What follows belongs to an exercise in optimizing a design on an open flow for small area; a production flow would make more cautious choices.

==> flow/design.v <==
module ccu_muldiv_seq (
    input  logic        clk,
    input  logic        rst,
    input  logic        start,
    input  logic [7:0]  alu_mode,
    input  logic [31:0] src1,
    input  logic [31:0] src2,
    input  logic        flush,
    output logic        stall,
    output logic        done,
    output logic [31:0] result,
    output logic        ccu_ans_mux_sel,
    output logic [1:0]  state_dbg
);
    logic [1:0]  st;
    logic [5:0]  cnt;
    logic [2:0]  op;
    logic [32:0] a;      
    logic [31:0] b;      
    logic [31:0] d;      
    logic        negn;   
    logic        c;      
    wire idle   = (st == 2'd0);
    wire busy   = st[0] ^ st[1];
    wire is_md  = (alu_mode[7:4] == 4'h4);
    wire accept = idle & start & is_md & ~flush;
    wire step   = ~cnt[5];
    wire last   = &cnt[4:0];
    wire dv     = (st == 2'd2) & step;               
    wire mstep  = (st == 2'd1) & step;               
    wire is_div = op[2] & ~op[1];
    wire is_rem = op[2] & op[1];
    wire msign  = ~op[2] & ~op[1] & op[0];           
    wire mhigh  = ~op[2] & (op[1] | op[0]);          
    wire sgn_d  = op[2] ? ~op[0] : msign;
    wire negd   = sgn_d & d[31];
    wire align  = is_rem & cnt[5] & (cnt[4:0] == 5'd0);
    wire corr   = is_rem & cnt[5] & (cnt[4:0] == 5'd1);
    wire fix    = cnt[5] & ~align;                   
    wire term   = cnt[5] & (&cnt[4:1]) & (cnt[0] | ~is_rem);
    wire        gate = dv | (mstep & b[0]) | (corr & a[32]);
    wire        first = ~|cnt;
    wire        sub  = dv ? ((b[0] | first) ^ negd)
                          : ((mstep & last & b[0] & (op[1] ^ op[0]) & ~op[2]) | (corr & negd));
    wire [32:0] y    = ({33{gate}} & {sgn_d & d[31], d}) ^ {33{sub}};
    logic [32:0] s;
    mds_add33 u_add (.x(a), .y(y), .ci(sub), .s(s));
    wire        e_n  = (&s) | (c & a[0]);
    wire q1     = b[30];                             
    wire negn_e = negn & ~(is_div & q1);             
    wire inv_e  = is_div ? (negn_e ^ negd) : negn_e;
    wire c0     = is_rem ? (negn & e_n) : (inv_e ^ (negn_e & e_n));
    wire inv    = op[2] & (is_div ? (negn ^ negd) : negn);
    wire sin    = (is_rem | mhigh) ? s[0] : b[0];
    wire t      = sin ^ inv;
    wire o      = is_rem ? (t & ~c) : (t ^ c);
    always_ff @(posedge clk or posedge rst) begin
        if (rst) begin
            st <= 2'd0;
        end else begin
            case (st)
                2'd0: if (accept) st <= alu_mode[2] ? 2'd2 : 2'd1;
                2'd3: st <= 2'd0;
                default: begin
                    if (flush) st <= 2'd0;
                    else if (term) st <= 2'd3;
                end
            endcase
        end
    end
    wire        ml   = busy & ~dv;                   
    wire        a32  = align ? ~b[0] : (msign & s[32]);
    wire [32:0] a_dv = {s[31:0], b[30] ^ negn};
    wire [32:0] a_ml = {a32, s[32:1]};
    wire [32:0] a_in = {32'd0, src1[31] & alu_mode[2] & alu_mode[0]};
    wire [32:0] a_n  = ({33{dv}} & a_dv) | ({33{ml}} & a_ml) | ({33{idle}} & a_in);
    wire [31:0] b_dv = {b[30:0], ~s[32]};
    wire [31:0] b_ml = {fix ? o : s[0], b[31:1]};
    wire [31:0] b_n  = ({32{idle}} & src1) | ({32{dv}} & b_dv) | ({32{ml}} & b_ml);
    always_ff @(posedge clk) begin
        a <= a_n;
        b <= b_n;
        if (idle) begin
            cnt  <= '0;
            op   <= alu_mode[2:0];
            d    <= src2;
            negn <= alu_mode[2] & ~alu_mode[0] & src1[31];
            c    <= 1'b0;
        end else begin
            cnt <= cnt + 6'd1;
            if (dv) begin
                if (last) begin
                    c    <= c0;
                    negn <= negn_e;
                end else begin
                    c <= e_n;
                end
            end else if (fix & is_div) begin
                c <= c & t;
            end
        end
    end
    assign stall           = accept | busy;
    assign done            = (st == 2'd3);
    assign ccu_ans_mux_sel = done;
    assign state_dbg       = st;
    assign result          = {o, b[31:1]};
endmodule
module mds_add33 (
    input  logic [32:0] x,
    input  logic [32:0] y,
    input  logic        ci,
    output logic [32:0] s
);
    logic g0, p0, g1, p1, c11, c22;
    mds_gp #(.W(11)) u_gp0 (.x(x[10:0]),  .y(y[10:0]),  .g(g0), .p(p0));
    mds_gp #(.W(11)) u_gp1 (.x(x[21:11]), .y(y[21:11]), .g(g1), .p(p1));
    assign c11 = g0 | (p0 & ci);
    assign c22 = g1 | (p1 & c11);
    mds_rca #(.W(11)) u_r0 (.x(x[10:0]),  .y(y[10:0]),  .ci(ci),  .s(s[10:0]));
    mds_rca #(.W(11)) u_r1 (.x(x[21:11]), .y(y[21:11]), .ci(c11), .s(s[21:11]));
    mds_rca #(.W(11)) u_r2 (.x(x[32:22]), .y(y[32:22]), .ci(c22), .s(s[32:22]));
endmodule
module mds_gp #(
    parameter int W = 11
) (
    input  logic [W-1:0] x,
    input  logic [W-1:0] y,
    output logic         g,
    output logic         p
);
    always_comb begin
        g = 1'b0;
        for (int i = 0; i < W; i++) g = (x[i] & y[i]) | ((x[i] | y[i]) & g);
    end
    assign p = &(x | y);
endmodule
module mds_rca #(
    parameter int W = 11
) (
    input  logic [W-1:0] x,
    input  logic [W-1:0] y,
    input  logic         ci,
    output logic [W-1:0] s
);
    logic [W:0] c;
    always_comb begin
        c[0] = ci;
        for (int i = 0; i < W; i++) begin
            s[i]   = x[i] ^ y[i] ^ c[i];
            c[i+1] = (x[i] & y[i]) | (c[i] & (x[i] ^ y[i]));
        end
    end
endmodule
clock: 10.5 ns
lec_check: 0
cap_margin: 0
core_margin: 2
core_utilization: 40
cts_buf_list: sky130_fd_sc_hd__clkbuf_8
slew_margin: 0
synth_hierarchical: 1
synth_minimum_keep_size: 0
standard.sh (not shown) runs the stock make flow with config.mk's settings and CLKGATE_MAP_FILE= SYNTH_SCRIPT=/design/flow/synth_recipe.tcl, a recipe that flattens the netlist after the stock synthesis.
==> flow/flow/run.sh <==
#!/bin/bash
# The standard layout with two changes, passed to ORFS through its own
# variables: single-drive buffers on the ports, and a clock tree of
# clkbuf_8 cells without dummy balancing loads.
# ORFS step also keeps its own log under orfs/logs) goes to flow_make.log.
set -euo pipefail
export BUFFER_PORTS_ARGS="-buffer_cell sky130_fd_sc_hd__buf_1"
export CTS_ARGS="-sink_clustering_enable -repair_clock_nets -buf_list sky130_fd_sc_hd__clkbuf_8 -dont_use_dummy_load"
bash standard.sh > flow_make.log 2>&1
Next try:
--- a/flow/design.v
+++ b/flow/design.v
@@ -15,7 +15,7 @@
     logic [1:0]  st;
     logic [5:0]  cnt;
     logic [2:0]  op;
-    logic [32:0] a;      
+    logic [33:0] a;      
     logic [31:0] b;      
     logic [31:0] d;      
     logic        negn;   
@@ -38,13 +38,12 @@
     wire corr   = is_rem & cnt[5] & (cnt[4:0] == 5'd1);
     wire fix    = cnt[5] & ~align;                   
     wire term   = cnt[5] & (&cnt[4:1]) & (cnt[0] | ~is_rem);
-    wire        gate = dv | (mstep & b[0]) | (corr & a[32]);
-    wire        first = ~|cnt;
-    wire        sub  = dv ? ((b[0] | first) ^ negd)
-                          : ((mstep & last & b[0] & (op[1] ^ op[0]) & ~op[2]) | (corr & negd));
+    wire        gate = dv | (mstep & b[0]) | (corr & (a[32] ^ c));
+    wire        sub  = dv ? (~a[33] ^ negd)
+                          : ((mstep & last & b[0] & (op[1] ^ op[0]) & ~op[2]) | (corr & ~(negd ^ a[32])));
     wire [32:0] y    = ({33{gate}} & {sgn_d & d[31], d}) ^ {33{sub}};
     logic [32:0] s;
-    mds_add33 u_add (.x(a), .y(y), .ci(sub), .s(s));
+    mds_add33 u_add (.x(a[32:0]), .y(y), .ci(sub), .s(s));
     wire        e_n  = (&s) | (c & a[0]);
     wire q1     = b[30];                             
     wire negn_e = negn & ~(is_div & q1);             
@@ -53,7 +52,7 @@
     wire inv    = op[2] & (is_div ? (negn ^ negd) : negn);
     wire sin    = (is_rem | mhigh) ? s[0] : b[0];
     wire t      = sin ^ inv;
-    wire o      = is_rem ? (t & ~c) : (t ^ c);
+    wire o      = t ^ (c & ~op[1]);
     always_ff @(posedge clk or posedge rst) begin
         if (rst) begin
             st <= 2'd0;
@@ -69,11 +68,11 @@
         end
     end
     wire        ml   = busy & ~dv;                   
-    wire        a32  = align ? ~b[0] : (msign & s[32]);
-    wire [32:0] a_dv = {s[31:0], b[30] ^ negn};
-    wire [32:0] a_ml = {a32, s[32:1]};
-    wire [32:0] a_in = {32'd0, src1[31] & alu_mode[2] & alu_mode[0]};
-    wire [32:0] a_n  = ({33{dv}} & a_dv) | ({33{ml}} & a_ml) | ({33{idle}} & a_in);
+    wire        a32  = align ? a[33] : (msign & s[32]);
+    wire [33:0] a_dv = {s[32], s[32:0], b[30] ^ negn};
+    wire [33:0] a_ml = {s[32], a32, s[32:1]};
+    wire [33:0] a_in = {33'd0, src1[31] & alu_mode[2] & alu_mode[0]};
+    wire [33:0] a_n  = ({34{dv}} & a_dv) | ({34{ml}} & a_ml) | ({34{idle}} & a_in);
     wire [31:0] b_dv = {b[30:0], ~s[32]};
     wire [31:0] b_ml = {fix ? o : s[0], b[31:1]};
     wire [31:0] b_n  = ({32{idle}} & src1) | ({32{dv}} & b_dv) | ({32{ml}} & b_ml);
@@ -95,7 +94,7 @@
                 end else begin
                     c <= e_n;
                 end
-            end else if (fix & is_div) begin
+            end else if (fix) begin
                 c <= c & t;
             end
         end
Outcome:
- die area went up by 1.8%
- global-route usage hardly moves
- sequential cell count went up by 1
- routed wire length went down by 2.3%
- synthesized cell count went up by 1.6%
No functional check of the RTL was part of any run of this note.

-- static timing again, ports no longer ideal --
Ports are ideal in the flow. The routed layouts listed here were re-timed in OpenROAD.
Step 1: set_driving_cell puts a clkbuf_16 on clk and a buf_2 on each other input, an assumption about the parent block.
Step 2 times the ports against the registers' clock, not the clock port: input delays grow and output delays shrink by t, the midpoint of the rising clock arrivals with the driver on.
a / b / c = ideal ports / drivers / drivers and shift; a / b = the first two.
run | t, ns | setup WS [ns] | hold WS [ns] | worst setup path at the end | worst register clock-pin slew, ns
the first run | 0.420 | 1.611 / 1.611 / 1.611 | 0.501 / 0.501 / 0.501 | register to register | 0.11 / 0.11
the second run | 0.414 | 1.620 / 1.620 / 1.620 | 0.497 / 0.497 / 0.497 | register to register | 0.11 / 0.11
After both steps every run listed still meets setup and hold.
